Context: an optimization exercise on an open-source flow, tuned for small area. The choices shown serve that exercise and are no tape-out recipe. At most, simulation tests tie the RTL to the original design; equivalence was not proved. Function not checked in run 3: the RTL went through the layout flow alone. Power figures rest on the tool's default switching activity, not on a simulated workload.

[design/flow/design.v]
module rf_hold #(
    parameter int unsigned W = 32
) (
    input  logic [W-1:0] q,
    input  logic [W-1:0] wdx,
    input  logic         we,
    input  logic         nwe,
    output logic [W-1:0] d
);
    assign d = ~((q | {W{we}}) & (wdx | {W{nwe}}));
endmodule
module rf_oai22 (
    input  logic a1, a2, b1, b2,
    output logic y
);
    assign y = ~((a1 | a2) & (b1 | b2));
endmodule
module rf_nor2 (
    input  logic a, b,
    output logic y
);
    assign y = ~(a | b);
endmodule
module rf_nand4 (
    input  logic a, b, c, d,
    output logic y
);
    assign y = ~(a & b & c & d);
endmodule
module rf_fin (
    input  logic r0, r1,
    input  logic h,
    output logic y
);
    assign y = (~(r0 | r1)) ^ h;
endmodule
module rf_red16 (
    input  logic [15:0] p,
    input  logic        h,
    output logic        y
);
    logic [7:0] q;
    logic [1:0] r;
    for (genvar k = 0; k < 8; k++) begin : g_q
        rf_nor2 u_q (.a(p[2*k]), .b(p[2*k+1]), .y(q[k]));
    end
    for (genvar j = 0; j < 2; j++) begin : g_r
        rf_nand4 u_r (.a(q[4*j]), .b(q[4*j+1]), .c(q[4*j+2]), .d(q[4*j+3]), .y(r[j]));
    end
    rf_fin u_f (.r0(r[0]), .r1(r[1]), .h(h), .y(y));
endmodule
module rf_rdbit (
    input  logic [30:0] s,
    input  logic [30:0] nsel,
    input  logic        h,
    output logic        y
);
    logic [15:0] p;
    for (genvar k = 0; k < 15; k++) begin : g_p
        rf_oai22 u_p (.a1(s[2*k]), .a2(nsel[2*k]), .b1(s[2*k+1]), .b2(nsel[2*k+1]), .y(p[k]));
    end
    assign p[15] = ~(s[30] | nsel[30]);
    rf_red16 u_r (.p(p), .h(h), .y(y));
endmodule
module reg_file #(
    parameter int unsigned DATA_WIDTH = 32,
    parameter int unsigned ADDR_WIDTH = 5,
    parameter int unsigned NUM_REGS   = 32
) (
    input  logic                  clk,
    input  logic                  rst_n,
    input  logic                  reg_write,
    input  logic [ADDR_WIDTH-1:0] write_addr,
    input  logic [DATA_WIDTH-1:0] write_data,
    input  logic [ADDR_WIDTH-1:0] read_addr1,
    input  logic [ADDR_WIDTH-1:0] read_addr2,
    output logic [DATA_WIDTH-1:0] read_data1,
    output logic [DATA_WIDTH-1:0] read_data2
);
    logic [DATA_WIDTH-1:0] regs [1:NUM_REGS-1];
    logic [DATA_WIDTH-1:0] regs_d [1:NUM_REGS-1];
    logic [NUM_REGS-1:1]   valid;
    logic                  phase;
    logic [NUM_REGS-1:1]   we;
    logic [DATA_WIDTH-1:0] wdx;
    always_comb begin
        for (int unsigned i = 1; i < NUM_REGS; i++) begin
            we[i] = reg_write && (write_addr == ADDR_WIDTH'(i));
        end
    end
    assign wdx = write_data ^ {DATA_WIDTH{phase}};
    always_ff @(posedge clk or negedge rst_n) begin
        if (!rst_n) begin
            phase <= 1'b0;
            valid <= '0;
        end else begin
            phase <= ~phase;
            valid <= valid | we;
        end
    end
    for (genvar i = 1; i < NUM_REGS; i++) begin : g_hold
        rf_hold #(.W(DATA_WIDTH)) u_hold (
            .q(regs[i]), .wdx(wdx), .we(we[i]), .nwe(~we[i]), .d(regs_d[i])
        );
    end
    always_ff @(posedge clk) begin
        for (int unsigned i = 1; i < NUM_REGS; i++) begin
            regs[i] <= regs_d[i];
        end
    end
    logic [NUM_REGS-1:1] nsel1, nsel2;
    logic                h1, h2;
    logic [NUM_REGS-1:0] valid_ext;
    assign valid_ext = {valid, 1'b0};
    always_comb begin
        for (int unsigned i = 1; i < NUM_REGS; i++) begin
            nsel1[i] = !(valid[i] && (read_addr1 == ADDR_WIDTH'(i)));
            nsel2[i] = !(valid[i] && (read_addr2 == ADDR_WIDTH'(i)));
        end
        h1 = phase | !valid_ext[read_addr1];
        h2 = phase | !valid_ext[read_addr2];
    end
    for (genvar b = 0; b < DATA_WIDTH; b++) begin : g_rd
        logic [NUM_REGS-1:1] col;
        for (genvar i = 1; i < NUM_REGS; i++) begin : g_col
            assign col[i] = regs[i][b];
        end
        rf_rdbit u_rd1 (.s(col), .nsel(nsel1), .h(h1), .y(read_data1[b]));
        rf_rdbit u_rd2 (.s(col), .nsel(nsel2), .h(h2), .y(read_data2[b]));
    end
endmodule
[design/flow/flow/run.sh]
#!/bin/bash
# Layout flow: the standard ORFS flow (standard.sh) with extra ORFS
# variables that trim area overhead:
#  - remove the buffers ABC inserted before placement (the resizer re-buffers
#    only where needed),
#  - plain buf_1 cells as the port buffers,
#  - post-placement repair_design limited to buffers up to buf_4
#    and gate upsizing of XOR/XNOR (flow/pre_resize.tcl); later timing repair is unrestricted,
#  - clock tree: larger sink clusters driven by clkbuf_16, no dummy loads,
# ORFS writes each tool's full log under orfs/logs/; make's own output goes to
# flow_make.log in the work folder.
set -euo pipefail
here=$(pwd)
bash standard.sh \
  REMOVE_ABC_BUFFERS=1 \
  "BUFFER_PORTS_ARGS=-buffer_cell sky130_fd_sc_hd__buf_1" \
  "PRE_RESIZE_TCL=$here/flow/pre_resize.tcl" \
  "CTS_ARGS=-sink_clustering_enable -repair_clock_nets -dont_use_dummy_load -sink_clustering_size 24 -sink_clustering_max_diameter 150 -buf_list {sky130_fd_sc_hd__clkbuf_16}" \
  finish > flow_make.log 2>&1
[design/flow/flow/pre_resize.tcl]
# Sourced by ORFS before the post-placement repair_design step. That step
# otherwise fixes every long, high-fanout net with the largest buffers in the
# library, or by upsizing the driving gate to its largest size; capping both
# here leaves the timing-critical nets to the later repair_timing steps, which
# size only where slack demands it.
set_dont_use {
  sky130_fd_sc_hd__buf_6 sky130_fd_sc_hd__buf_8 sky130_fd_sc_hd__buf_12
  sky130_fd_sc_hd__buf_16 sky130_fd_sc_hd__bufbuf_8 sky130_fd_sc_hd__bufbuf_16
  sky130_fd_sc_hd__clkbuf_8 sky130_fd_sc_hd__clkbuf_16
  sky130_fd_sc_hd__xor2_2 sky130_fd_sc_hd__xor2_4
  sky130_fd_sc_hd__xnor2_2 sky130_fd_sc_hd__xnor2_4
}
[design/flow/standard.sh]
#!/bin/bash
# synth_recipe.tcl (not shown) runs the flow's synth.tcl, then flattens the netlist and writes it again
# the make line also repeats each setting of config.mk as NAME=value (left out here)
make -C /OpenROAD-flow-scripts/flow DESIGN_CONFIG=/design/flow/config.mk WORK_HOME=/design/flow/orfs CLKGATE_MAP_FILE= SYNTH_SCRIPT=/design/flow/synth_recipe.tcl "${@:-finish}"
[design/flow/config.mk]
export PLATFORM = sky130hd
export DESIGN_NAME = reg_file
export DESIGN_NICKNAME = reg_file
export VERILOG_FILES = /design/flow/design.v
export SDC_FILE = /design/flow/constraint.sdc
export NUM_CORES = 4
export LEC_CHECK = 0
export CAP_MARGIN = 10
export CORE_MARGIN = 2
export CORE_UTILIZATION = 50
export GPL_TIMING_DRIVEN = 0
export PLACE_DENSITY = 0.55
export SETUP_SLACK_MARGIN = 0.1
export SLEW_MARGIN = 10
export SYNTH_HIERARCHICAL = 1
[design/flow/constraint.sdc]
create_clock -name core_clock -period 5.0 [get_ports {clk}]
set_input_delay 1.0000 -clock core_clock [delete_from_list [all_inputs] [get_ports {clk}]]
set_output_delay 1.0000 -clock core_clock [all_outputs]
set_load 0.01 [all_outputs]
==> run_results.csv, run 1 <==
group,metric,value,unit
synth,synth_area_leaders,"dfxtp_1, o22ai_1, nor2_1, buf_6, nand4_1",
floorplan,start_util,50.66,%
global_route,grt-ovfl-total,0,
outcome,violations,"negative setup slack",
global_route,grt_max_degree,33,
placed_design,portBuffers,113,
clocking,numCtsBuffers,48,
synth,ys_warn_count,10,
critical_path,rrSetupSlack,1.97,ns
critical_path,worst-path-max-fanout,23,
clocking,clock_latency,0.63,ns
clocking,cts_sinks,1024,
route,routedWlPerCell,32.61,um
synth,synth_top_area_share,49.46,%
clocking,cts_tree,"yes",
clocking,htreeDepth,2,
layout,fin_cells,5556,
power,leakage,16.02,nW
placed_design,dp_hpwl,118500,um
timing,tightest_slew,0.9647,ns
floorplan,die_w,287.4,um
timing,min_period,5.053,ns
layout,mostFrequentLayoutCell,"o22ai_1",
route,drcViolationCount,0,
power,ir_worst_vdd,0.0003186,V
route,num_vias,41090,
route,wl,181200,um
floorplan,pin_count,114,
floorplan,dieArea,0.08258,mm2
placed_design,routabilityCongestion,0.9355,
global_route,antenna_found_initial,4,
power,power_density,438.6,mW/mm2
timing,finalWorstSetupSlack,-0.05306,ns
synth,synth_cells,4302,
route,antenna_left,0,
clocking,cts_root_buf,"clkbuf_16",
critical_path,required,4.00,ns
floorplan,coreArea,0.07926,mm2
route,vias_per_cell,7.395,
run,cap_violations,0,
critical_path,r2r-start,"phase$_DFF_PN0_",
synth,synth_area,0.04015,mm2
layout,fin_util,55.18,%
timing,clock_skew,0.01798,ns
min_path,hp-class,"in -> async",
critical_path,rr_endpoint,"regs[21][23]$_DFF_P_",
critical_path,endpoint_kind,"primary output",
global_route,grt_usage,42.11,%
outcome,outcome,"complete, but fails checks",
timing,finalSetupViolCount,1,
floorplan,die_h,287.4,um
layout,area_growth,8.929,%
floorplan,rows,103,
timing,fin_tns_setup,-0.05306,ns
clocking,hold_buffers,0,
clocking,clk_path_buf_depth,3,
timing,fin_crit_sh,101.1,%
synth,ys_seq_area_share,51.46,%
timing,hold_violations,0,
placed_design,placed_cells,5484,
critical_path,cp-start-kind,"input port",
timing,fmax,197.9,MHz
clocking,cts.reportedPaths.clkPinSlew,0.10,ns
global_route,grt_pass1_wl,258000,um
layout,fillers,7350,
timing,max_slew_margin,35.59,%
placed_design,dpl_cell_area,0.04203,mm2
synth,yosysTopAreaCell,"dfxtp_1",
layout,postLayoutCellArea,0.04373,mm2
layout,most-common-layout-cells,"o22ai_1, dfxtp_1, nor2_1",
synth,synth.distinct_cells,39,
layout,fin_nets,4558,
timing,fin_hold_ws,0.4385,ns
layout,drive_gt1_share,10.34,%
layout,diodes,0,
synth,synth-seq-cells,1024,
critical_path,path_class,"in -> out",
synth,avgSynthCellArea,9.333,um2
route,dr.pass1.iters,6,
route,drt-initial-drc-count,5183,
global_route,grt_pass1_vias,38330,
timing,rsz0062_at_grt,"true",
critical_path,critical_path_arrival,4.05,ns
timing,drv_slew,0,
critical_path,worst_r2r_path_depth,5,
## flip-flops by register name, summed over array words and instances, names as in the netlist
register,count
valid,31
phase,1
regs,992
## per-module statistics from Yosys (local to each module, per instance), excerpt
module	times used	cells inside	area [um2]
reg_file	1	1332	22580
rf_fin	64	2	12.51
rf_nand4	128	1	6.256
rf_nor2	512	1	3.754
rf_oai22	960	1	6.256
rf_rdbit	64	1	3.754
## how the worst max path moves through the flow
stage	startpoint	end	slack [ns]	cells past startpoint
after floorplan	read_addr2[0]	read_data2[0]	0.41	5
after global placement	read_addr1[0]	read_data1[20]	-2.48	10
after detailed placement	read_addr1[0]	read_data1[14]	-1.48	12
after CTS	read_addr2[0]	read_data2[10]	0.03	9
after global routing	read_addr2[0]	read_data2[10]	0.06	9
final	read_addr2[1]	read_data2[9]	-0.05	10
## where the power goes
| group | total [mW] | switching, mW | internal (mW) |
|---|---|---|---|
| sequential | 11.7 | 1.52 | 10.1 |
| combinational | 3.14 | 1.71 | 1.44 |
| clock | 4.37 | 2.64 | 1.72 |
| total | 19.2 | 5.88 | 13.3 |
## repair_timing
| action | CTS | global route |
|---|---|---|
| endpoints found under the hold margin | 0 | 0 |
| pin swaps | 10 | 2 |
| endpoints found under the setup margin | 64 | 43 |
| setup buffers | 19 | 5 |
| gates resized for setup | 61 | 20 |
## critical path, stage by stage
cell,delay (ns)
buf_2,0.34
nor3_1,0.20
nand3_2,0.33
buf_4,0.47
o22ai_1,0.15
nor2_1,0.14
nand4_1,0.46
nor2_1,0.38
xor2_1,0.35
buf_1,0.19
## Yosys cell counts, drive strengths merged
cell,n
o22ai,1952
a221oi,1
nand2,40
and3,1
mux2,3
or4,1
inv,34
xor2,96
dfxtp,992
and2,5
nand2b,30
nor2b,11
nor3,7
nand3b,1
or3,1
o31ai,1
buf,194
mux4,10
o211ai,1
or2,4
dfrtp,32
o221ai,1
a221o,1
nor2,657
a22o,1
mux2i,10
o2111ai,1
a2111oi,1
nor3b,4
clkbuf,15
nand3,55
a31oi,1
nor4b,1
and3b,1
nand4,136
## through the flow
| stage | power (mW) | setup slack, ns |
|---|---|---|
| 3_3_place_gp | 14.55 | -2.484 |
| 3_5_place_dp | 14.75 | -1.482 |
| 5_1_grt | 19.89 | 0.06499 |
| 6_report | 19.18 | -0.05306 |
| 2_1_floorplan | 13.49 | 0.4090 |
| 4_1_cts | 18.96 | 0.02685 |
## kinds of logic (layout without fill, tap and decap cells)
logic type                Yosys count  in the layout  share of synthesized area (%)
and+or+nand+nor                   955            955                          10.37
buffers and inverters             243            447                          4.522
xor gates and xnor gates           96             96                          2.094
muxes                              23             23                         0.9318
DFF                              1024           1024                          51.46
AOI/OAI and AO/OA                1961           1961                          30.62
## layer usage
layer  track usage (%)  vias up  routed length, um
li1                  -    17650                  -
met1             55.24    19880              71380
met2             62.94     2861              77450
met3             11.26      701              21270
met4             23.15        2              11050
met5                 0        -                 13
## cell type report
type	instances	area (um2)	share of cell area, %
Clock buffer	48	1201	2.747
Inverter	34	127.6	0.2918
Multi-Input combinational cell	3035	18320	41.89
Sequential cell	1024	20660	47.24
Tap cell	1050	1314	3.004
Timing Repair Buffer	365	2111	4.826
==> run 2: changes to the inputs <==
--- a/design/flow/config.mk
+++ b/design/flow/config.mk
@@ -11,5 +11,5 @@
 export GPL_TIMING_DRIVEN = 0
 export PLACE_DENSITY = 0.55
-export SETUP_SLACK_MARGIN = 0.1
+export SETUP_SLACK_MARGIN = 0.2
 export SLEW_MARGIN = 10
 export SYNTH_HIERARCHICAL = 1
==> run 2 against run 1 <==
Area after synthesis stayed put; routed wire length about the same; worst hold slack hardly changed; sequential power is essentially flat; total power about the same; synthesized cell count stayed put; largest cell class unchanged; highest routed layer unchanged; sequential cell count unchanged; register-to-register slack gained 0.04 ns; the run now finishes clean.
==> run_results.csv, run 2 <==
group,metric,value,unit
synth,ys_warn_count,10,
critical_path,endpoint_kind,"primary output",
run,cap_violations,0,
route,wl,181100,um
timing,clock_skew,0.01713,ns
floorplan,dieArea,0.08258,mm2
synth,synthMuxAreaShare,0.9318,%
global_route,grt-ovfl-total,0,
critical_path,critPathTopFamily,"simple AND/OR/NAND/NOR gates",
power,power_density,437.1,mW/mm2
layout,reg_top3,"regs (992), valid (31), phase (1)",
route,drcViolationCount,0,
synth,avgSynthCellArea,9.333,um2
clocking,clock_latency,0.63,ns
global_route,grt_usage,42.15,%
layout,regArea,0.02066,mm2
timing,fin_crit_sh,97.07,%
synth,synth_top_area_share,49.46,%
synth,synth_fa_ha_area_share,0,%
layout,area_growth,9.250,%
synth,synth.distinct_cells,39,
layout,postLayoutCellArea,0.04386,mm2
floorplan,start_util,50.66,%
timing,drv_slew,0,
layout,largest_reg_flops,992,
timing,max_slew_margin,33.70,%
floorplan,die_w,287.4,um
layout,fin_nets,4558,
synth,synth-async-reset-ratio,3.125,%
synth,synth_common_cells,"o22ai_1, dfxtp_1, nor2_1",
power,ir_worst_vdd,0.0003195,V
timing,rsz0062_at_grt,"false",
timing,tightest_slew,0.9912,ns
timing,min_period,4.854,ns
critical_path,path_class,"in -> out",
critical_path,critical_path_arrival,3.85,ns
synth,synth_xor_area_share,2.094,%
critical_path,worst-path-max-fanout,13,
floorplan,rows,103,
synth,synth_area,0.04015,mm2
placed_design,portBuffers,113,
timing,hold_violations,0,
synth,synth-compound-area-share,30.62,%
placed_design,routabilityCongestion,0.9355,
synth,ys.flop_type,"dfxtp_1",
global_route,grt_pass1_vias,38350,
critical_path,cp-start-kind,"input port",
floorplan,coreArea,0.07926,mm2
floorplan,die_h,287.4,um
route,num_vias,41060,
power,leakage,16.05,nW
critical_path,startpoint,"read_addr1[3]",
timing,finalSetupViolCount,0,
synth,synth_area_leaders,"dfxtp_1, o22ai_1, nor2_1, buf_6, nand4_1",
critical_path,r2r-start,"phase$_DFF_PN0_",
layout,fillers,7329,
critical_path,cpMaxStageDelayCell,"nand4_1",
synth,yosysTopAreaCell,"dfxtp_1",
synth,yosysMostFrequentCell,"o22ai_1",
critical_path,required,4.00,ns
route,antenna_left,0,
critical_path,critical_path_buf_inv_count,4,
synth,synth-seq-cells,1024,
clocking,cts_tree,"yes",
outcome,outcome,"no timing/DRC/antenna violations",
clocking,numCtsBuffers,48,
synth,synth_cells,4302,
clocking,cts_root_buf,"clkbuf_16",
layout,multi_input_area,0.01839,mm2
critical_path,critPathMostFrequentCell,"nor2_1",
global_route,grt_pass1_wl,258300,um
route,vias_per_cell,7.391,
route,dr.pass1.iters,8,
timing,finalWorstSetupSlack,0.1464,ns
global_route,grt_max_degree,33,
clocking,cts.reportedPaths.clkPinSlew,0.10,ns
layout,drive_gt1_share,10.45,%
critical_path,rrSetupSlack,2.01,ns
route,drt-initial-drc-count,5239,
critical_path,worstPathCellList,"buf_2 > nor2_1 > and2_1 > nand4_1 > buf_4 > buf_2 > o22ai_1 > nor2_1 > nand4_1 > nor2_1 > xor2_1 > buf_1",
layout,mostFrequentLayoutCell,"o22ai_1",
critical_path,critPathMaxStageDelay,0.43,ns
synth,synth_top_family_by_area,"compound AO/OA/AOI/OAI gates",
layout,most-common-layout-cells,"o22ai_1, dfxtp_1, nor2_1",
clocking,cts_sinks,1024,
synth,synth_simple_gate_area_share,10.37,%
global_route,antenna_found_initial,4,
synth,synth_enable_flop_cells,0,
route,routedWlPerCell,32.59,um
layout,diodes,0,
synth,ys_seq_area_share,51.46,%
clocking,htreeDepth,2,
placed_design,dp_hpwl,118500,um
timing,fmax,206.0,MHz
placed_design,pre_cts_ws,-1.482,ns
clocking,clk_path_buf_depth,3,
layout,top_register,"regs",
floorplan,pin_count,114,
min_path,hp-class,"in -> async",
placed_design,dpl_cell_area,0.04203,mm2
[run 2: Yosys stat by module, one instance, submodules excluded, excerpt]
module,cell area (um2),flops+latches,times used,cells
rf_nand4,6.256,0,128,1
rf_rdbit,3.754,0,64,1
reg_file,22580,1024,1,1332
rf_nor2,3.754,0,512,1
rf_oai22,6.256,0,960,1
rf_fin,12.51,0,64,2
[run 2: logic make-up (layout without fill, tap and decap cells)]
kind of cell    count (synthesis)  in the layout
compound gates               1961           1961
flops                        1024           1024
simple gates                  955            955
buf+inv                       243            447
xor+xnor                       96             96
mux                            23             23
[run 2: per-layer routing]
metal  part of all wire (%)  vias to the layer above  GRT usage [%]
met3                     12                      705          11.21
met1                     39                    19850          55.28
met5                 0.0055                        -              0
met2                     43                     2872          63.13
li1                       -                    17640              -
met4                    6.1                        2          23.06
[run 2: timing repair]
item | 4_1_cts | 5_1_grt
pin swaps | 10 | 3
gates resized for setup | 77 | 32
setup buffers | 19 | 5
hold buffers | 0 | 0
endpoints found under the hold margin | 0 | 0
endpoints found under the setup margin | 64 | 47
[run 2: stage by stage]
| step | hold WS (ns) | instances | TNS (ns) | utilization (%) | total power [mW] |
|---|---|---|---|---|---|
| 2_1_floorplan | 0.4453 | 4093 | 0 | - | 13.49 |
| 3_3_place_gp | 0.4536 | 5256 | -270.44 | 50.72 | 14.55 |
| 3_5_place_dp | 0.4610 | 5484 | -61.62 | 53.03 | 14.75 |
| 4_1_cts | 0.4319 | 5551 | 0 | 55.10 | 18.97 |
| 5_1_grt | 0.4868 | 5556 | 0 | 55.34 | 19.90 |
| 6_report | 0.4384 | 5556 | 0 | 55.34 | 19.17 |
[run 2: where the power goes]
group          leakage, nW  internal (mW)  switching (mW)
logic                 6.58           1.44            1.71
clock network        0.592           1.72            2.63
registers             8.88           10.1            1.53
[run 2: area by class of cell]
type                            count  share of cell area (%)
Sequential cell                  1024                   47.10
Clock buffer                       48                   2.738
Inverter                           34                  0.2995
Tap cell                         1050                   2.995
Multi-Input combinational cell   3035                   41.92
Timing Repair Buffer              365                   4.938
[run 2: worst register-to-register path: stages (launching register included)]
cell and delay [ns]:
dfrtp_2 0.80, buf_4 0.51, xor2_1 0.53, buf_2 0.33, buf_2 0.30, buf_2 0.28, o22ai_1 0.11
[run 2: final timing paths]
path / to / depth (start not counted)
max: read_data1[1] / 12
min: valid[3]$_DFF_PN0_ / 1
max reg2reg: regs[17][5]$_DFF_P_ / 6
min reg2reg: regs[31][25]$_DFF_P_ / 1
max in group asynchronous: phase$_DFF_PN0_ / 1
min in group core_clock: regs[31][25]$_DFF_P_ / 1
==> run 3: changes to the inputs <==
--- a/design/flow/design.v
+++ b/design/flow/design.v
@@ -16,23 +16,4 @@
     assign y = ~((a1 | a2) & (b1 | b2));
 endmodule
-module rf_nor2 (
-    input  logic a, b,
-    output logic y
-);
-    assign y = ~(a | b);
-endmodule
-module rf_nand4 (
-    input  logic a, b, c, d,
-    output logic y
-);
-    assign y = ~(a & b & c & d);
-endmodule
-module rf_fin (
-    input  logic r0, r1,
-    input  logic h,
-    output logic y
-);
-    assign y = (~(r0 | r1)) ^ h;
-endmodule
 module rf_red16 (
     input  logic [15:0] p,
@@ -40,13 +21,5 @@
     output logic        y
 );
-    logic [7:0] q;
-    logic [1:0] r;
-    for (genvar k = 0; k < 8; k++) begin : g_q
-        rf_nor2 u_q (.a(p[2*k]), .b(p[2*k+1]), .y(q[k]));
-    end
-    for (genvar j = 0; j < 2; j++) begin : g_r
-        rf_nand4 u_r (.a(q[4*j]), .b(q[4*j+1]), .c(q[4*j+2]), .d(q[4*j+3]), .y(r[j]));
-    end
-    rf_fin u_f (.r0(r[0]), .r1(r[1]), .h(h), .y(y));
+    assign y = (~|p) ^ h;
 endmodule
 module rf_rdbit (
@@ -111,6 +84,4 @@
     logic [NUM_REGS-1:1] nsel1, nsel2;
     logic                h1, h2;
-    logic [NUM_REGS-1:0] valid_ext;
-    assign valid_ext = {valid, 1'b0};
     always_comb begin
         for (int unsigned i = 1; i < NUM_REGS; i++) begin
@@ -118,6 +89,6 @@
             nsel2[i] = !(valid[i] && (read_addr2 == ADDR_WIDTH'(i)));
         end
-        h1 = phase | !valid_ext[read_addr1];
-        h2 = phase | !valid_ext[read_addr2];
+        h1 = phase | (&nsel1);
+        h2 = phase | (&nsel2);
     end
     for (genvar b = 0; b < DATA_WIDTH; b++) begin : g_rd
==> design/flow/flow/run.sh (replaced) <==
#!/bin/bash
# Layout flow: the standard ORFS flow (standard.sh) with extra ORFS
# variables that trim area overhead:
#  - remove the buffers ABC inserted before placement (the resizer re-buffers
#    only where needed),
#  - plain buf_1 cells as the port buffers,
#  - no dummy loads in clock tree synthesis,
#  - power recovery (downsizing gates off the critical paths) after global route.
# ORFS writes each tool's full log under orfs/logs/; make's own output goes to
# flow_make.log in the work folder.
set -euo pipefail
bash standard.sh \
  REMOVE_ABC_BUFFERS=1 \
  "BUFFER_PORTS_ARGS=-buffer_cell sky130_fd_sc_hd__buf_1" \
  "CTS_ARGS=-sink_clustering_enable -repair_clock_nets -dont_use_dummy_load -sink_clustering_size 24 -buf_list {sky130_fd_sc_hd__clkbuf_8 sky130_fd_sc_hd__clkbuf_4}" \
  RECOVER_POWER=100 \
  finish > flow_make.log 2>&1
==> design/flow/config.mk (replaced) <==
export PLATFORM = sky130hd
export DESIGN_NAME = reg_file
export DESIGN_NICKNAME = reg_file
export VERILOG_FILES = /design/flow/design.v
export SDC_FILE = /design/flow/constraint.sdc
export NUM_CORES = 4
export LEC_CHECK = 0
export CAP_MARGIN = 0
export CORE_MARGIN = 2
export CORE_UTILIZATION = 40
export GPL_TIMING_DRIVEN = 0
export PLACE_DENSITY = 0.45
export SETUP_SLACK_MARGIN = 0
export SLEW_MARGIN = 0
export SYNTH_HIERARCHICAL = 1
removed: design/flow/flow/pre_resize.tcl
==> run 3 against run 2 <==
The layout now fails its checks (max-capacitance violations, max-slew violations, negative setup slack); worst hold slack improved by 0.029 ns; cell count decreased by 1.5%; routed wire length increased by 24%; area after synthesis decreased by 1.8%; largest cell class unchanged.
==> run_results.csv, run 3 <==
group,metric,value,unit
outcome,outcome,"complete, but fails checks",
outcome,violations,"max-capacitance violations, max-slew violations, negative setup slack",
min_path,hp-class,"reg -> reg",
power,ir_worst_vdd,0.0002658,V
global_route,grt_pass1_vias,40640,
synth,synth_area_leaders,"dfxtp_1, o22ai_1, nor4_1, buf_6, dfrtp_1",
critical_path,cp-start-kind,"input port",
critical_path,critPathMaxStageDelay,0.94,ns
synth,synth-async-reset-ratio,3.125,%
global_route,grt_usage,42.23,%
placed_design,portBuffers,113,
route,vias_per_cell,7.816,
critical_path,rr_endpoint,"regs[22][22]$_DFF_P_",
synth,synth-seq-cells,1024,
critical_path,cpMaxStageDelayCell,"nor4_1",
timing,fin_tns_setup,-0.7198,ns
min_path,holdPathEnd,"regs[16][12]$_DFF_P_",
run,cap_violations,34,
critical_path,worst_r2r_path_depth,4,
critical_path,path_class,"in -> out",
synth,synth_top_area_share,50.38,%
critical_path,worstPathCellList,"buf_2 > and2_2 > nand3_2 > o22ai_1 > nor4_1 > nand4_1 > xnor2_1 > buf_1",
route,drcViolationCount,0,
critical_path,endpoint_kind,"primary output",
timing,tightest_slew,2.555,ns
critical_path,critical_path_arrival,4.09,ns
synth,synth_area,0.03942,mm2
route,wl,223900,um
layout,drive_gt1_share,14.51,%
layout,area_growth,20.07,%
synth,avgSynthCellArea,10.07,um2
timing,max_slew_margin,-70.31,%
floorplan,pin_count,114,
synth,ys_warn_count,10,
floorplan,die_h,317.9,um
layout,top_register,"regs",
layout,fin_cells,5471,
clocking,clk_path_buf_depth,3,
floorplan,coreArea,0.09799,mm2
clocking,cts_tree,"yes",
synth,synth_enable_flop_cells,0,
clocking,hold_buffers,0,
min_path,hold_path_startpoint,"regs[16][12]$_DFF_P_",
global_route,grt_pass1_wl,307100,um
clocking,htreeDepth,4,
clocking,clock_latency,0.89,ns
route,num_vias,42760,
timing,drv_slew,902,
synth,synth_cells,3913,
placed_design,routabilityCongestion,0.9035,
timing,finalSetupViolCount,15,
timing,hold_violations,0,
layout,largest_reg_flops,992,
layout,most-common-layout-cells,"o22ai_1, dfxtp_1, clkbuf_8",
global_route,grt-ovfl-total,0,
critical_path,rrSetupSlack,2.47,ns
clocking,numCtsBuffers,180,
layout,reg_top3,"regs (992), valid (31), phase (1)",
placed_design,placed_cells,5264,
clocking,cts_sinks,1024,
power,internal_power,14.90,mW
clocking,cts_root_buf,"clkbuf_8",
route,dr.pass1.iters,7,
synth,yosysMostFrequentCell,"o22ai_1",
critical_path,worst-path-max-fanout,15,
power,power_frac_comb,15.7,%
power,p_sw,6.644,mW
timing,finalWorstSetupSlack,-0.09201,ns
floorplan,rows,115,
power,leakage,17.20,nW
floorplan,dieArea,0.1011,mm2
synth,yosysTopAreaCell,"dfxtp_1",
placed_design,dp_hpwl,138800,um
floorplan,die_w,317.9,um
route,routedWlPerCell,40.92,um
critical_path,r2r-start,"phase$_DFF_PN0_",
timing,fin_crit_sh,101.8,%
layout,fin_nets,4227,
synth,synth_common_cells,"o22ai_1, dfxtp_1, nor4_1",
synth,ys.flop_type,"dfxtp_1",
layout,mostFrequentLayoutCell,"o22ai_1",
clocking,cts.reportedPaths.clkPinSlew,0.05,ns
power,netSwitchingFraction,30.85,%
min_path,hold_depth,1,
power,pwr-share-seq,54.7,%
route,drt-initial-drc-count,7392,
timing,min_period,5.092,ns
route,antenna_left,0,
global_route,grt_max_degree,34,
synth,synth.distinct_cells,39,
global_route,antenna_found_initial,29,
timing,fmax,196.4,MHz
timing,clock_skew,0.06407,ns
critical_path,required,4.00,ns
power,power_frac_clock,29.6,%
synth,ys_seq_area_share,52.41,%
floorplan,start_util,40.23,%
power,power_density,455.1,mW/mm2
==> run 3: metrics by stage <==
step / hold WS, ns / power [mW] / worst slack (ns) / utilization (%) / cell area [um2]
final: 0.4678 / 21.54 / -0.09201 / 48.30 / 47330
after global routing: 0.4782 / 22.27 / -0.02955 / 48.29 / 47320
after CTS: 0.2062 / 21.31 / -0.09170 / 48.57 / 47600
after detailed placement: 0.4610 / 15.00 / -1.164 / 45.17 / 44260
after global placement: 0.4527 / 14.55 / -7.339 / 40.59 / 39780
after floorplan: 0.4453 / 13.47 / -1.497 / - / 37740
==> run 3: per-module statistics from Yosys (local to each module, per instance), a selection <==
module | times used | cell area (um2) | cells inside | flip-flops and latches
reg_file | 1 | 22420 | 1327 | 1024
rf_oai22 | 960 | 6.256 | 1 | 0
rf_rdbit | 64 | 3.754 | 1 | 0
rf_red16 | 64 | 46.29 | 6 | 0
==> run 3: area by class of cell <==
type | count | area, um2
diodes | 9 | 22.52
inverters | 33 | 123.9
flip-flops and latches | 1024 | 20660
fillers | 8902 | 50650
multi-input cells | 2649 | 19070
repair buffers | 289 | 3361
well taps | 1287 | 1610
clock buffers | 180 | 2477
==> run 3: metal layers <==
layer / part of all wire (%) / wire length, um / GRT usage, % / up-vias
li1: - / - / - / 16960
met4: 6.2 / 13940 / 22.17 / 32
met5: 0.12 / 259 / 0.6147 / -
met3: 16 / 34970 / 18.49 / 915
met1: 39 / 87140 / 56.19 / 21000
met2: 39 / 87550 / 57.05 / 3854
==> run 3: logic make-up (layout without fill, tap and decap cells) <==
kind of cell | after synthesis | in the layout | share of synthesized area, %
flip-flops | 1024 | 1024 | 52.41
other | 0 | 9 | 0
buffers and inverters | 240 | 502 | 4.574
AO/OA/AOI/OAI | 1973 | 1973 | 31.43
XOR/XNOR | 96 | 96 | 2.133
AND/OR/NAND/NOR | 574 | 574 | 9.287
multiplexers | 6 | 6 | 0.1650
==> run 3: timing repair <==
| action | in CTS | in global routing |
|---|---|---|
| hold endpoints to repair | 0 | 0 |
| pin swaps | 1 | 14 |
| endpoints found under the setup margin | 64 | 47 |
| gates resized for setup | 124 | 41 |
| buffers inserted | 8 | 10 |
==> run 3: how the worst max path moves through the flow <==
stage,startpoint,to,depth (start not counted)
3_3_place_gp,read_addr2[1],read_data2[13],8
5_1_grt,read_addr2[3],read_data2[4],9
6_report,read_addr1[1],read_data1[15],8
4_1_cts,read_addr2[3],read_data2[2],9
3_5_place_dp,read_addr1[0],read_data1[17],10
2_1_floorplan,read_addr2[0],read_data2[0],6
==> run 3: power groups by stage <==
| stage | logic, mW | registers [mW] | clock network, mW |
|---|---|---|---|
| finish | 3.38 | 11.8 | 6.37 |
| global route | 3.53 | 12.0 | 6.74 |
| CTS | 3.24 | 11.7 | 6.38 |
| detailed placement | 3.18 | 11.8 | 0 |
| global placement | 2.89 | 11.7 | 0 |
| floorplan | 2.03 | 11.4 | 0 |
==> run 3: worst max-delay path: cells and delay by family <==
kind | cells | cell delay, ns
AOI/OAI and AO/OA | 1 | 0.19
xor gates and xnor gates | 1 | 0.23
buffers and inverters | 2 | 0.39
and+or+nand+nor | 4 | 2.27
==> run 4: changes to the inputs <==
--- a/design/flow/design.v
+++ b/design/flow/design.v
@@ -84,4 +84,6 @@
     logic [NUM_REGS-1:1] nsel1, nsel2;
     logic                h1, h2;
+    logic [NUM_REGS-1:0] valid_ext;
+    assign valid_ext = {valid, 1'b0};
     always_comb begin
         for (int unsigned i = 1; i < NUM_REGS; i++) begin
@@ -89,6 +91,6 @@
             nsel2[i] = !(valid[i] && (read_addr2 == ADDR_WIDTH'(i)));
         end
-        h1 = phase | (&nsel1);
-        h2 = phase | (&nsel2);
+        h1 = phase | !valid_ext[read_addr1];
+        h2 = phase | !valid_ext[read_addr2];
     end
     for (genvar b = 0; b < DATA_WIDTH; b++) begin : g_rd
--- a/design/flow/flow/run.sh
+++ b/design/flow/flow/run.sh
@@ -13,5 +13,5 @@
   REMOVE_ABC_BUFFERS=1 \
   "BUFFER_PORTS_ARGS=-buffer_cell sky130_fd_sc_hd__buf_1" \
-  "CTS_ARGS=-sink_clustering_enable -repair_clock_nets -dont_use_dummy_load -sink_clustering_size 24 -buf_list {sky130_fd_sc_hd__clkbuf_8 sky130_fd_sc_hd__clkbuf_4}" \
+  "CTS_ARGS=-sink_clustering_enable -repair_clock_nets -dont_use_dummy_load -sink_clustering_size 20 -sink_clustering_max_diameter 120 -buf_list {sky130_fd_sc_hd__clkbuf_16}" \
   RECOVER_POWER=100 \
   finish > flow_make.log 2>&1
==> run 4 against run 3 <==
Synthesized cell count is 0.13% higher; worst hold slack better by 0.0051 ns; sequential share of layout area is 2.1 points higher; total power is 7.7% lower; still fails the layout checks on max-capacitance violations, max-slew violations, negative setup slack; design area is 4.7% lower; area after synthesis is 0.42% higher; critical path type unchanged; highest routed layer is now met4; clock skew is 0.032 ns lower; first-iteration DRC count is 27% lower.
==> run_results.csv, run 4 <==
group,metric,value,unit
power,internal_power,13.71,mW
global_route,grt-ovfl-total,0,
route,routedWlPerCell,38.81,um
power,p_sw,6.181,mW
synth,synth_area_leaders,"dfxtp_1, o22ai_1, nor4_1, buf_6, dfrtp_1",
synth,synth_enable_flop_cells,0,
clocking,cts_root_buf,"clkbuf_16",
run,cap_violations,59,
synth,ys_seq_area_share,52.19,%
placed_design,dpl_cell_area,0.04374,mm2
synth,synth_top_area_share,50.16,%
clocking,cts_tree,"yes",
layout,postLayoutCellArea,0.04511,mm2
critical_path,worst_r2r_path_depth,5,
clocking,clock_latency,0.69,ns
critical_path,endpoint_kind,"primary output",
outcome,outcome,"complete, but fails checks",
synth,yosysMostFrequentCell,"o22ai_1",
route,vias_per_cell,7.638,
timing,tightest_slew,2.922,ns
power,pwr-share-seq,59.0,%
synth,synth_cells,3918,
critical_path,cp-start-kind,"input port",
layout,area_growth,13.94,%
global_route,grt_pass1_wl,289200,um
power,power_frac_comb,16.7,%
clocking,numCtsBuffers,57,
route,num_vias,40640,
route,wl,206500,um
synth,avgSynthCellArea,10.10,um2
placed_design,routabilityCongestion,0.9809,
clocking,htreeDepth,2,
floorplan,rows,115,
critical_path,path_class,"in -> out",
power,power_density,441.0,mW/mm2
timing,drv_slew,1802,
critical_path,worst-path-max-fanout,15,
layout,most-common-layout-cells,"o22ai_1, dfxtp_1, nor4_1",
route,antenna_left,0,
floorplan,die_w,318.6,um
floorplan,dieArea,0.1015,mm2
power,leakage,16.25,nW
route,dr.pass1.iters,7,
route,drt-initial-drc-count,5371,
placed_design,pre_cts_ws,-1.711,ns
timing,clock_skew,0.03253,ns
power,p_total,19.89,mW
synth,synth-async-reset-ratio,3.125,%
synth,yosysTopAreaCell,"dfxtp_1",
floorplan,die_h,318.6,um
floorplan,start_util,40.28,%
critical_path,critPathMaxStageDelay,1.22,ns
global_route,grt_usage,38.90,%
critical_path,cpMaxStageDelayCell,"nor4_1",
global_route,grt_pass1_vias,39300,
layout,fin_nets,4084,
global_route,antenna_found_initial,2,
clocking,clk_path_buf_depth,3,
synth,synth_common_cells,"o22ai_1, dfxtp_1, nor4_1",
clocking,cts_sinks,1024,
placed_design,portBuffers,113,
floorplan,coreArea,0.09828,mm2
timing,fin_crit_sh,103.6,%
route,drcViolationCount,0,
timing,hold_violations,0,
synth,synth-seq-cells,1024,
layout,drive_gt1_share,10.71,%
synth,synth_area,0.03959,mm2
timing,max_slew_margin,-95.44,%
critical_path,critical_path_arrival,4.18,ns
critical_path,required,4.00,ns
critical_path,worstPathCellList,"clkdlybuf4s18_2 > nor2b_4 > nand3_2 > o22ai_1 > nor4_1 > nand4_1 > xnor2_1 > buf_1",
floorplan,pin_count,114,
power,ir_worst_vdd,0.0002843,V
layout,reg_top3,"regs (992), valid (31), phase (1)",
timing,finalSetupViolCount,11,
global_route,grt_max_degree,34,
timing,fmax,193.0,MHz
layout,largest_reg_flops,992,
clocking,cts.reportedPaths.clkPinSlew,0.08,ns
synth,ys_warn_count,10,
timing,finalWorstSetupSlack,-0.1806,ns
power,netSwitchingFraction,31.08,%
placed_design,dp_hpwl,132300,um
power,power_frac_clock,24.3,%
outcome,violations,"max-capacitance violations, max-slew violations, negative setup slack",
timing,rsz0062_at_grt,"true",
layout,mostFrequentLayoutCell,"o22ai_1",
synth,ys.flop_type,"dfxtp_1",
layout,top_register,"regs",
timing,min_period,5.181,ns
min_path,hold_depth,1,
synth,synth.distinct_cells,42,
min_path,hp-class,"reg -> reg",
==> run 4: cell types whose count changed in the layout (fill, tap and decap cells not counted), moves of 7 or more <==
| cell | change |
|---|---|
| a22o_1 | -8 |
| buf_12 | -12 |
| buf_16 | -22 |
| buf_4 | -7 |
| buf_8 | +12 |
| clkbuf_16 | +57 |
| clkbuf_8 | -180 |
| diode_2 | -8 |
| mux2i_1 | +8 |
| nand3_2 | +23 |
| nand3_4 | -31 |
| xor2_1 | +19 |
| xor2_4 | -22 |
==> run 4: Yosys stat by module (local to each module, per instance), excerpt <==
module / cells / area (um2) / flip-flops and latches
reg_file: 1332 / 22580 / 1024
rf_red16: 6 / 46.29 / 0
rf_oai22: 1 / 6.256 / 0
rf_rdbit: 1 / 3.754 / 0
==> run 4: cell type report <==
class / instances / area, um2
diodes: 1 / 2.502
clock buffers: 57 / 1426
fillers: 9220 / 53170
inverters: 34 / 127.6
multi-input cells: 2651 / 18610
flip-flops and latches: 1024 / 20660
well taps: 1287 / 1610
repair buffers: 266 / 2675
==> run 4: logic make-up after synthesis <==
group | synth area share [%]
and+or+nand+nor | 9.106
DFF | 52.19
muxes | 0.9450
xor gates and xnor gates | 2.124
buffers and inverters | 4.586
AOI/OAI and AO/OA | 31.05
==> run 4: layer usage <==
layer | up-vias | global-route usage [%] | part of all wire [%]
met2 | 3080 | 58.88 | 43
li1 | 16680 | - | -
met1 | 20210 | 50.43 | 39
met3 | 671 | 7.295 | 10
met5 | - | 0 | 0
met4 | 0 | 26.38 | 8.3
==> run 4: worst max-delay path: cells and delay by family <==
family / cells / cell delay [ns]
xor+xnor: 1 / 0.24
buf+inv: 2 / 0.66
compound gates: 1 / 0.16
simple gates: 4 / 2.11
==> run 4: worst paths after layout <==
| kind | slack [ns] | from | endpoint |
|---|---|---|---|
| hold reg to reg | 0.47 | regs[14][23]$_DFF_P_ | regs[14][23]$_DFF_P_ |
| hold / removal | 0.47 | regs[14][23]$_DFF_P_ | regs[14][23]$_DFF_P_ |
| setup reg to reg | 0.26 | phase$_DFF_PN0_ | regs[30][22]$_DFF_P_ |
| min in group asynchronous | 0.89 | rst_n | valid[3]$_DFF_PN0_ |
| max in group asynchronous | 2.90 | rst_n | valid[30]$_DFF_PN0_ |
| setup / recovery | -0.18 | read_addr2[0] | read_data2[15] |
==> run 4: stage by stage <==
| stage | setup TNS (ns) | hold slack (ns) | utilization (%) | cells |
|---|---|---|---|---|
| after CTS | -0.01969 | 0.4077 | 46.92 | 5319 |
| after floorplan | 0 | 0.4453 | - | 3709 |
| after global routing | -0.2627 | 0.4890 | 45.90 | 5319 |
| after global placement | -355.52 | 0.4529 | 40.64 | 5109 |
| after detailed placement | -70.66 | 0.4607 | 44.51 | 5245 |
| final | -0.4255 | 0.4729 | 45.90 | 5320 |
==> run 4: power by group through the flow <==
stage               clock network, mW  logic, mW  registers, mW
floorplan                           0       2.06           11.4
global placement                    0       2.95           11.7
detailed placement                  0       3.21           11.8
CTS                              4.88       3.28           11.7
global route                     5.17       3.47           12.0
finish                           4.83       3.32           11.7
==> run 4: what timing repair did <==
item                       4_1_cts  5_1_grt
pin swaps                       11        7
hold buffers                     0        0
buffers inserted                17        0
setup endpoints to repair       64       50
resized for setup              135       31

[what the ideal ports hide]
In the flow no input, the clock included, has a driving cell. The finished layouts below were timed again as built, in two steps.
Step 1, drivers: a clkbuf_16 drives clk and a buf_2 each remaining input, both assumed.
Step 2 moves the port delays by t, midway between the first and last clock arrival at a register: inputs arrive t later, outputs are due t later. That takes back most of the time a late clock gives input paths.
Three values: ideal, step 1, step 2; two values: the first two.
run | shift t [ns] | setup WS [ns] | clock arrival spread, ns | worst register clock-pin slew, ns
run 1 | 0.702 | -0.053 / -0.074 / -0.074 | 0.028 / 0.028 | 0.10 / 0.10
run 2 | 0.696 | 0.146 / 0.117 / 0.117 | 0.029 / 0.028 | 0.10 / 0.10
run 3 | 0.933 | -0.092 / -0.240 / -0.985 | 0.064 / 0.064 | 0.06 / 0.06
run 4 | 0.760 | -0.181 / -0.204 / -0.862 | 0.065 / 0.065 | 0.09 / 0.09
For run 3, which loses most, drivers alone change the setup slack by -0.148 ns; drivers and shift together by -0.893 ns.
